Source: an optimization exercise on an open RTL-to-GDS flow (aim: small area). Production flows keep margins and buffers that such runs may drop.
The RTL was checked by simulation tests, not by an equivalence proof against the original design.

<file path="flow/config.mk">
export PLATFORM = sky130hd
export DESIGN_NAME = xbar_top
export DESIGN_NICKNAME = xbar_top
export VERILOG_FILES = /design/flow/design.v
export SDC_FILE = /design/flow/constraint.sdc
export NUM_CORES = 4
export LEC_CHECK = 0
export CAP_MARGIN = 20
export CORE_MARGIN = 2
export CORE_UTILIZATION = 40
export SLEW_MARGIN = 20
</file>
<file path="flow/constraint.sdc">
create_clock -name core_clock -period 9.0 [get_ports {clk_i}]
set_input_delay 1.8000 -clock core_clock [delete_from_list [all_inputs] [get_ports {clk_i}]]
set_output_delay 1.8000 -clock core_clock [all_outputs]
set_load 0.01 [all_outputs]
</file>
<file path="flow/design.v">
`default_nettype none
package xbar_pkg;
  localparam int N_CHAN  = 3;
  localparam int N_BANK  = 4;
  localparam int MAX_BUF = 8;   
  typedef logic [1:0]         chan_id_t;
  typedef logic [1:0]         bank_addr_t;
  typedef logic [2:0]         entry_id_t;
  typedef logic [MAX_BUF-1:0] entry_mask_t;   
  typedef logic [N_CHAN-1:0]  chan_mask_t;
  typedef logic [N_BANK-1:0]  bank_mask_t;
  typedef logic [2:0] xbar_req_t;
  typedef logic [5:0] bank_grant_t;
endpackage
`default_nettype wire
`timescale 1ns/10ps
`default_nettype none
module chan_entry_buffer
#(
  parameter int BUFFER_SIZE = 5
) (
  input  logic                     clk_i,
  input  logic                     rstn_i,
  input  xbar_pkg::xbar_req_t                req_i,
  input  xbar_pkg::bank_mask_t               bank_gnt_i,
  input  xbar_pkg::entry_id_t [xbar_pkg::N_BANK-1:0]   pick_id_i,
  output logic                          allow_o,
  output xbar_pkg::entry_mask_t [xbar_pkg::N_BANK-1:0]      bank_marks_o,
  output xbar_pkg::entry_id_t                     read_ptr_o
);
  localparam int CNT_W = $clog2(xbar_pkg::MAX_BUF + 1);
  xbar_pkg::entry_id_t                wr_ptr_q;
  xbar_pkg::entry_id_t                rd_ptr_q;
  logic [CNT_W-1:0]         count_q;
  logic [CNT_W-1:0]         count_d;
  xbar_pkg::entry_mask_t [xbar_pkg::N_BANK-1:0] marks_q;
  xbar_pkg::entry_mask_t [xbar_pkg::N_BANK-1:0] marks_d;
  logic                     push;
  logic                     pop;
  logic                     head_busy;
  assign allow_o = count_q != CNT_W'(BUFFER_SIZE);   
  assign push    = req_i[2] & allow_o;
  always_comb begin
    head_busy = 1'b0;
    for (int b = 0; b < xbar_pkg::N_BANK; b++) begin
      head_busy = head_busy | marks_q[b][rd_ptr_q];
    end
  end
  assign pop = (count_q != '0) & ~head_busy;   
  always_comb begin
    count_d = count_q;
    if (push && !pop) begin
      count_d = count_q + 1'b1;
    end else if (!push && pop) begin
      count_d = count_q - 1'b1;
    end
  end
  always_ff @(posedge clk_i or negedge rstn_i) begin
    if (!rstn_i) begin
      wr_ptr_q <= '0;
      rd_ptr_q <= '0;
      count_q  <= '0;
    end else begin
      if (push) begin
        wr_ptr_q <= (wr_ptr_q == 3'(BUFFER_SIZE - 1)) ? '0 : wr_ptr_q + 1'b1;
      end
      if (pop) begin
        rd_ptr_q <= (rd_ptr_q == 3'(BUFFER_SIZE - 1)) ? '0 : rd_ptr_q + 1'b1;
      end
      count_q <= count_d;
    end
  end
  always_comb begin
    marks_d = marks_q;
    for (int b = 0; b < xbar_pkg::N_BANK; b++) begin
      if (bank_gnt_i[b]) begin
        marks_d[b][pick_id_i[b]] = 1'b0;   
      end
    end
    if (push) begin
      marks_d[req_i[1:0]][wr_ptr_q] = 1'b1;
    end
  end
  always_ff @(posedge clk_i or negedge rstn_i) begin
    if (!rstn_i) begin
      marks_q <= '0;
    end else begin
      marks_q <= marks_d;
    end
  end
  assign bank_marks_o = marks_q;
  assign read_ptr_o   = rd_ptr_q;
endmodule
`default_nettype wire
`timescale 1ns/10ps
`default_nettype none
module oldest_entry_pick
#(
  parameter int BUFFER_SIZE = 5
) (
  input  xbar_pkg::entry_mask_t [xbar_pkg::N_BANK-1:0] bank_marks_i,
  input  xbar_pkg::entry_id_t                read_ptr_i,
  output xbar_pkg::bank_mask_t                    want_o,
  output xbar_pkg::entry_id_t [xbar_pkg::N_BANK-1:0]        pick_id_o
);
  function automatic xbar_pkg::entry_id_t ring_add(xbar_pkg::entry_id_t base, int unsigned off);
    int unsigned sum;
    sum = int'(base) + off;
    if (sum >= BUFFER_SIZE) begin
      sum = sum - BUFFER_SIZE;
    end
    ring_add = 3'(sum);
  endfunction
  for (genvar b = 0; b < xbar_pkg::N_BANK; b++) begin : g_bank
    xbar_pkg::entry_mask_t rot_marks;   
    xbar_pkg::entry_id_t   first_off;
    always_comb begin
      rot_marks = '0;
      for (int i = 0; i < BUFFER_SIZE; i++) begin
        rot_marks[i] = bank_marks_i[b][ring_add(read_ptr_i, i)];
      end
    end
    always_comb begin
      first_off = '0;
      for (int i = BUFFER_SIZE - 1; i >= 0; i--) begin
        if (rot_marks[i]) begin
          first_off = 3'(i);
        end
      end
    end
    assign want_o[b]    = |bank_marks_i[b];
    assign pick_id_o[b] = ring_add(read_ptr_i, first_off);   
  end
endmodule
`default_nettype wire
`timescale 1ns/10ps
`default_nettype none
module bank_arbiter
(
  input  logic                   clk_i,
  input  logic                   rstn_i,
  input  xbar_pkg::chan_mask_t             want_i,
  input  xbar_pkg::entry_id_t [xbar_pkg::N_CHAN-1:0] entry_id_i,
  output xbar_pkg::chan_mask_t                  gnt_o,
  output xbar_pkg::bank_grant_t                 grant_o
);
  xbar_pkg::chan_id_t last_q;    
  xbar_pkg::chan_id_t win_id;
  logic     any_want;
  assign any_want = |want_i;
  always_comb begin
    int unsigned cand;
    logic        found;
    win_id = last_q;
    found  = 1'b0;
    for (int i = 1; i <= xbar_pkg::N_CHAN; i++) begin
      cand = (int'(last_q) + i) % xbar_pkg::N_CHAN;
      if (!found && want_i[cand]) begin
        found  = 1'b1;
        win_id = 2'(cand);
      end
    end
  end
  always_comb begin
    gnt_o = '0;
    if (any_want) begin
      gnt_o[win_id] = 1'b1;
    end
  end
  always_ff @(posedge clk_i or negedge rstn_i) begin
    if (!rstn_i) begin
      last_q <= 2'(xbar_pkg::N_CHAN - 1);   
    end else if (any_want) begin
      last_q <= win_id;
    end
  end
  always_comb begin
    grant_o = '0;
    if (any_want) begin
      grant_o = {1'b1, win_id, entry_id_i[win_id]};
    end
  end
endmodule
`default_nettype wire
`timescale 1ns/10ps
`default_nettype none
module xbar_top
#(
  parameter int BUFFER_SIZE = 5
) (
  input  logic                     clk_i,
  input  logic                     rstn_i,
  input  xbar_pkg::xbar_req_t [xbar_pkg::N_CHAN-1:0]   req_i,
  output xbar_pkg::chan_mask_t                    allow_o,
  output xbar_pkg::bank_grant_t [xbar_pkg::N_BANK-1:0]      grant_o
);
  xbar_pkg::entry_mask_t [xbar_pkg::N_BANK-1:0] bank_marks [xbar_pkg::N_CHAN];
  xbar_pkg::entry_id_t                read_ptr   [xbar_pkg::N_CHAN];
  xbar_pkg::bank_mask_t               chan_want  [xbar_pkg::N_CHAN];
  xbar_pkg::entry_id_t [xbar_pkg::N_BANK-1:0]   chan_pick  [xbar_pkg::N_CHAN];
  xbar_pkg::bank_mask_t               chan_gnt   [xbar_pkg::N_CHAN];
  xbar_pkg::chan_mask_t               bank_want  [xbar_pkg::N_BANK];
  xbar_pkg::entry_id_t [xbar_pkg::N_CHAN-1:0]   bank_pick  [xbar_pkg::N_BANK];
  xbar_pkg::chan_mask_t               bank_gnt   [xbar_pkg::N_BANK];
  for (genvar c = 0; c < xbar_pkg::N_CHAN; c++) begin : g_chan
    chan_entry_buffer #(
      .BUFFER_SIZE (BUFFER_SIZE)
    ) u_buf (
      .clk_i        (clk_i),
      .rstn_i       (rstn_i),
      .req_i        (req_i[c]),
      .bank_gnt_i   (chan_gnt[c]),
      .pick_id_i    (chan_pick[c]),
      .allow_o      (allow_o[c]),
      .bank_marks_o (bank_marks[c]),
      .read_ptr_o   (read_ptr[c])
    );
    oldest_entry_pick #(
      .BUFFER_SIZE (BUFFER_SIZE)
    ) u_pick (
      .bank_marks_i (bank_marks[c]),
      .read_ptr_i   (read_ptr[c]),
      .want_o       (chan_want[c]),
      .pick_id_o    (chan_pick[c])
    );
  end
  for (genvar b = 0; b < xbar_pkg::N_BANK; b++) begin : g_xpose_b
    for (genvar c = 0; c < xbar_pkg::N_CHAN; c++) begin : g_xpose_c
      assign bank_want[b][c] = chan_want[c][b];
      assign bank_pick[b][c] = chan_pick[c][b];
      assign chan_gnt[c][b]  = bank_gnt[b][c];   
    end
  end
  for (genvar b = 0; b < xbar_pkg::N_BANK; b++) begin : g_bank
    bank_arbiter u_arb (
      .clk_i      (clk_i),
      .rstn_i     (rstn_i),
      .want_i     (bank_want[b]),
      .entry_id_i (bank_pick[b]),
      .gnt_o      (bank_gnt[b]),
      .grant_o    (grant_o[b])
    );
  end
endmodule
`default_nettype wire
</file>
<file path="flow/run.sh">
#!/bin/bash
# synth_recipe.tcl (not shown) runs the flow's synth.tcl, then flattens the netlist and writes it again
# the make line also repeats each setting of config.mk as NAME=value (left out here)
make -C /OpenROAD-flow-scripts/flow DESIGN_CONFIG=/design/flow/config.mk WORK_HOME=/design/flow/orfs CLKGATE_MAP_FILE= SYNTH_SCRIPT=/design/flow/synth_recipe.tcl finish
</file>
==> impl_metrics.csv <==
group,metric,value,unit
status,status,"complete, no violations",
route,ant_nets,0,
place,pre_cts_slack,598,ps
sta,relSlewSlack,11.9,%
synthesis,synth_top_area_share,19.3,%
job,drv_cap,0,
setup_path,crit_chain,"clkinvlp_4 -> ha_1 -> ha_1 -> a21oi_1 -> nor2_1 -> xnor2_2 -> buf_4 -> mux4_2 -> mux2i_1 -> nand2b_1 -> a21boi_0 -> ha_1 -> fa_1 -> inv_1 -> ha_1 -> nor2b_1 -> o21ai_0 -> a211o_1 -> xnor2_2 -> inv_1 -> mux2i_1 -> a22oi_1 -> nor2_1 -> clkdlybuf4s50_1",
setup_path,arrival,6720,ps
setup_path,cp-start-kind,"register",
setup_path,slowest_delay,550,ps
global_route,grt_remaining_overflow,0,
global_route,antenna_found_initial,0,
global_route,grt_max_degree,71,
synthesis,netlist_area,16800,sq um
layout,regArea,3360,sq um
synthesis,ys_types,96,
layout,diodes,0,
layout,final_core_util,44.8,%
clock_tree,postCtsHoldBufs,0,
clock_tree,insertion_delay,460,ps
synthesis,ys_warn_count,15,
synthesis,syn_nets,1977,
synthesis,synth_top_family_by_area,"multiplexers",
floorplan,fp-row-count,75,
route,vias_per_cell,6.37,
setup_path,critPathSlowestCell,"clkdlybuf4s50_1",
floorplan,boundaryPins,38,
synthesis,synth_largest_area_cell,"dfrtp_1",
sta,period_minus_slack,8520,ps
sta,drv_slew,0,
sta,period_share,94.7,%
route,route.detailed.drc,0,
place,io_buffer_count,37,
route,wl_per_cell,21.9,um
synthesis,muxShareOfSynthArea,23.3,%
sta,hold_viol,0,
layout,finalNetCount,2039,
place,dp_hpwl,40.0,mm
clock_tree,cts_buffers,17,
synthesis,synth_cells,1790,
sta,hold_ws,469,ps
setup_path,cp_top_family,"adder cells",
sta,skew,11.7,ps
synthesis,syn-mean-instance-area,9.41,sq um
route,drt_wl_total,52.6,mm
layout,finalInstanceArea,18700,sq um
floorplan,die_y,209,um
global_route,grt_pass1_wl,84.4,mm
setup_path,cp_num_buf_inv,5,
place,placed_cells,2371,
clock_tree,cts_max_path_buffers,2,
layout,multi_input_area,13000,sq um
sta,worst_pin_slew,1310,ps
layout,layout_common_cells,"159 x nand2_1, 158 x ha_1, 128 x dfrtp_1, 121 x mux4_2, 117 x o21ai_0",
synthesis,yosys-top-cells-area,"dfrtp_1 19%, mux4_2 16%, ha_1 12%",
synthesis,synth_seq_cells,134,
synthesis,synth-simple-area-share,19.1,%
setup_path,required,7200,ps
route,drtIter0Drc,1356,
synthesis,synthAdderAreaFrac,13.9,%
floorplan,fp.dieArea,43700,sq um
floorplan,die_w,209,um
layout,nFillCells,3973,
sta,worst_slack,477,ps
sta,fmax,117,MHz
synthesis,ys_seq_area_share,19.9,%
setup_path,cp-end-kind,"output port",
layout,final_common_cell,"nand2_1",
clock_tree,root_buffer,"clkbuf_16",
synthesis,synth_compound_area_share,16.9,%
floorplan,initial_core_util,40.3,%
sta,finalSetupViolations,0,
clock_tree,clock-sinks,134,
clock_tree,h-tree-depth,4,
synthesis,ys_async_sr_fraction,100,%
floorplan,coreArea,41800,sq um
setup_path,critical_path.max_fanout,10,
sta,rsz0062_at_grt,"no",
synthesis,synth-xor-area-share,3.12,%
place,globalplace.congestion,0.946,
layout,final-instance-count-excl-fill,2404,
clock_tree,cts.clk_slew.worst_paths,60,ps
synthesis,synth_ff_type,"dfrtp_1",
route,firstDrtPassIters,5,
place,dpl-instance-area,18000,sq um
worst_hold_path,hold_path.class,"reg2reg",
global_route,grtUsageTotal,24.3,%
route,via_count,15303,
sta,tns,0,ps
setup_path,critPathKind,"reg2out",
synthesis,synth-edff-count,0,
layout,drive_above_1_share,14.6,%
clock_tree,cts_tree,"yes",
global_route,grt_pass1_vias,15077,
setup_path,cpMostUsedCell,"ha_1",
layout,area_growth,11.2,%
## flip-flops by register name, summed over array words and instances (netlist names)
name                   flops
g_bank.u_arb.last_q        8
g_chan.u_buf.rd_ptr_q      9
g_chan.u_buf.count_q      12
g_chan.u_buf.wr_ptr_q      9
g_chan.u_buf.marks_q      96
## what timing repair did
item / 4_1_cts / 5_1_grt
setup endpoints to repair: 0 / 11
gates resized for setup: 0 / 21
buffers inserted: 0 / 1
## cell usage after synthesis (all sizes together) (20+ instances only)
master  count
nor4       49
nor3       56
nor2b      29
o41ai      21
a211oi     20
mux4      123
nand2     162
dfrtp     130
nor3b      23
nor2       96
o21ai     125
a21oi      85
inv       118
nand2b     33
mux2i      92
o22ai      26
o31ai      20
ha        158
and2       25
nand3      45
xnor2      52
## worst paths after layout
| check | from | endpoint | slack [ps] | cells after the start |
|---|---|---|---|---|
| setup / recovery | g_chan[1].u_buf.rd_ptr_q[0] | grant_o[0] | 480 | 24 |
| hold / removal | g_chan[2].u_buf.count_q[3] | g_chan[2].u_buf.count_q[3] | 470 | 1 |
| setup reg to reg | g_chan[1].u_buf.rd_ptr_q[0] | g_chan[1].u_buf.marks_q[0] | 2160 | 23 |
| hold reg to reg | g_chan[2].u_buf.count_q[3] | g_chan[2].u_buf.count_q[3] | 470 | 1 |
| max in group asynchronous | rstn_i | g_chan[1].u_buf.rd_ptr_q[2] | 6190 | 2 |
| min in group asynchronous | rstn_i | g_bank[0].u_arb.last_q[0] | 1350 | 1 |
## kinds of logic (layout without fill, tap and decap cells)
| group | Yosys count | in the layout |
|---|---|---|
| xor gates and xnor gates | 60 | 60 |
| muxes | 233 | 233 |
| AOI/OAI and AO/OA | 423 | 423 |
| DFF | 134 | 134 |
| and+or+nand+nor | 610 | 610 |
| buffers and inverters | 154 | 229 |
| adders and majority gates | 176 | 176 |
## final cells by class
type / count / share of cell area (%)
inverter: 122 / 2.48
tap: 539 / 3.60
sequential: 134 / 18.0
clock inverter: 14 / 0.875
timing repair buffer: 75 / 3.51
multi-input combinational: 1502 / 69.2
clock buffer: 18 / 2.35
## per-layer routing
| layer | up-vias | GRT usage (%) | part of all wire, % |
|---|---|---|---|
| met5 | - | 0 | 0 |
| met4 | 0 | 9.38 | 3.5 |
| met3 | 105 | 3.55 | 6.7 |
| met2 | 648 | 39.9 | 48 |
| met1 | 7539 | 32.4 | 42 |
| li1 | 7011 | - | - |

## static timing again, ports no longer ideal
In the flow no input, the clock included, has a driving cell. The finished layout below was timed again as built, in two steps. Step 1 assumes that a clkbuf_16 drives the clock port and a buf_2 every other input. Step 2, shift: input delay + t, output delay - t, t = (earliest + latest rising clock arrival at the registers) / 2. This alone moves slack from input paths to output paths. Slacks: no drivers / after step 1 / after step 2; pairs: no drivers / after step 1.
t, ns: 0.510
setup WS [ns]: 0.477 / 0.420 / 0.930
worst hold slack (ns): 0.469 / 0.469 / 0.469
clock arrival spread, ns: 0.012 / 0.012
slew at the worst register clock pin (ns): 0.07 / 0.07
After both steps this run still meets setup and hold. The setup slack of this run moves by -0.057 ns with the drivers and by +0.453 ns with both steps.
